What follows belongs to an exercise in optimizing a design on an open flow for small area, a short achievable clock period and few clock cycles per item; a production flow would make more cautious choices. Function was checked by simulation only, so behaviour that the tests miss may differ from the original.

==> flow/design.v (excerpt) <==
module mul_div_unit (
   input  logic        clk,
   input  logic        reset,
   input  logic        req_valid,
   input  logic        req_op,
   input  logic        req_in_1_signed,
   input  logic        req_in_2_signed,
   input  logic        req_out_sel,
   input  logic [31:0] req_in_1,
   input  logic [31:0] req_in_2,
   output logic        req_ready,
   output logic        resp_valid,
   output logic [31:0] resp_result
);
clock: 6.5 ns
lec_check: 0
cap_margin: 20
core_margin: 2
core_utilization: 55
cts_buf_list: sky130_fd_sc_hd__clkbuf_8
place_density: 0.75
setup_slack_margin: 3.0
slew_margin: 20
tns_end_percent: 0
standard.sh (not shown) runs the stock make flow with config.mk's settings and CLKGATE_MAP_FILE= SYNTH_SCRIPT=/design/flow/synth_recipe.tcl, a recipe that flattens the netlist after the stock synthesis.
==> flow/flow/run.sh <==
#!/bin/bash
# The standard layout (the standard.sh: ORFS synthesis to final layout), with the
# input and output port buffers made from sky130_fd_sc_hd__buf_1 instead of the cell
# buffer_ports picks on its own. Everything else is the standard flow unchanged.
set -euo pipefail
export BUFFER_PORTS_ARGS="-buffer_cell sky130_fd_sc_hd__buf_1"
bash standard.sh > standard_flow.log 2>&1
Testbench counts at the start, summed over its fixed seeds: cycles 31,433, items 2,400.
Rerun with:
Settings changed: ABC_AREA set to 1, CORE_UTILIZATION 55 to 40, PLACE_DENSITY 0.75 to unset.
=>
- wire length goes up by 17%
- die area came out higher by 43%
- design area rises by 6.0%
- area after synthesis increases by 5.3%
- first-iteration DRC count went down by 19%
- fmax came out higher by 2.2%
- worst hold slack gains 0.0066 ns
- worst setup slack gets better by 0.088 ns
- clock skew barely changes
Rerun with:
Settings changed: ABC_AREA 1 to unset.
Final cell count went down by about a fifth.
Via count went down by about a fifth.
Synthesized area went down by a few percent.
Wire length went down by about a fifth.
Rerun with:
Settings changed: PLACE_DENSITY set to 0.45.
Outcome:
- The new run passed the timing, design-rule and antenna checks
- die area does not change
- register-to-register slack improves by 0.08 ns
- global-route usage grows by 4.0 points
- via count shrinks by 0.42%
- wire length grows by 12%
- critical path depth shrinks by 3
Rerun with:
Settings changed: CTS_CLUSTER_DIAMETER set to 150, CTS_CLUSTER_SIZE set to 40, PLACE_DENSITY 0.45 to unset.
Synthesized cell count stays the same.
Worst hold slack gets worse by 0.012 ns.
Maximum frequency went down by 2.0%.
Design area went down by 2.6%.
Cell count went down by 1.3%.
Die area stays the same.
Clock-buffer cell count went up by 3.
Worst setup slack gets worse by 0.082 ns.
Via count went up by 0.42%.

---

mul_div_unit again, from the RTL that the note above started with.
## mul_div_unit
module mul_div_unit (
   input  logic        clk,
   input  logic        reset,
   input  logic        req_valid,
   input  logic        req_op,
   input  logic        req_in_1_signed,
   input  logic        req_in_2_signed,
   input  logic        req_out_sel,
   input  logic [31:0] req_in_1,
   input  logic [31:0] req_in_2,
   output logic        req_ready,
   output logic        resp_valid,
   output logic [31:0] resp_result
);
Settings: LEC_CHECK=0, CAP_MARGIN=20, CORE_MARGIN=2, CORE_UTILIZATION=50, CTS_BUF_LIST=sky130_fd_sc_hd__clkbuf_8, SETUP_SLACK_MARGIN=3.0, SLEW_MARGIN=20, TNS_END_PERCENT=0; clock period 6.5 ns.
Scripts as last shown in full above: flow/flow/run.sh
The starting point completed with no timing, DRC or antenna violations.
Testbench counts at the start, summed over its fixed seeds: cycles 31,433, items 2,400.
Rerun with:
CORE_UTILIZATION = 40   (was 50)
SETUP_SLACK_MARGIN = 3.5   (was 3.0)
Outcome: Fmax drops by 4.3%. Cell count rose by 2.8%. Cell area falls by 4.5%. Routed wire length is lower by 4.7%. Global-route usage fell by 7.9 points. Utilization goes down by 15 points. Via count fell by 3.2%. First-iteration DRC count came out lower by 19%. Flip-flop and latch count stays the same. Die area is higher by 24%.
Rerun with:
SETUP_SLACK_MARGIN = 2.5   (was 3.5)
Non-clock buffer count goes down by 1.
Worst hold slack improves by 0.0073 ns.
Design area fell by 1.5%.
Rerun with:
GPL_TIMING_DRIVEN = 1   (was default)
SETUP_SLACK_MARGIN = 3.0   (was 2.5)
The changed run finished with timing, DRC and antenna clean.
Hold slack gets worse by 0.0073 ns.
Cell area grows by 1.6%.
Wire length hardly moves.
Setup slack improved by 0.0062 ns.
Register-to-register slack hardly moves.
Synthesized cell count is unchanged.
Die area stays the same.

afterwards: timing with drivers on the ports:
The results above use ideal ports. As a check the final layouts listed here were re-extracted and re-timed, cells and wires unchanged. Step 1: set_driving_cell puts a clkbuf_16 on clk and a buf_2 on each other input, an assumption about the parent block. Step 2 moves the port delays by t, midway between the first and last clock arrival at a register: inputs arrive t later, outputs are due t later. That takes back most of the time a late clock gives input paths. Slacks: no drivers / after step 1 / after step 2; pairs: no drivers / after step 1.
run	t, ns	slack for setup (ns)	worst setup path after step 2	worst register clock-pin slew, ns
the first run of note 1	0.479	2.357 / 2.357 / 2.357	register to register	0.09 / 0.09
the second run of note 1	0.490	2.445 / 2.445 / 2.445	register to register	0.08 / 0.08
the third run of note 1	0.486	2.415 / 2.415 / 2.415	register to register	0.08 / 0.08
the fourth run of note 1	0.499	2.497 / 2.497 / 2.497	register to register	0.09 / 0.09
the fifth run of note 1	0.486	2.415 / 2.415 / 2.415	register to register	0.08 / 0.08
the first run of note 2	0.489	2.590 / 2.590 / 2.590	register to register	0.08 / 0.08
the second run of note 2	0.486	2.415 / 2.415 / 2.415	register to register	0.08 / 0.08
the third run of note 2	0.477	2.409 / 2.409 / 2.409	register to register	0.09 / 0.09
the fourth run of note 2	0.486	2.415 / 2.415 / 2.415	register to register	0.08 / 0.08
After both steps setup and hold are still met in every run listed.
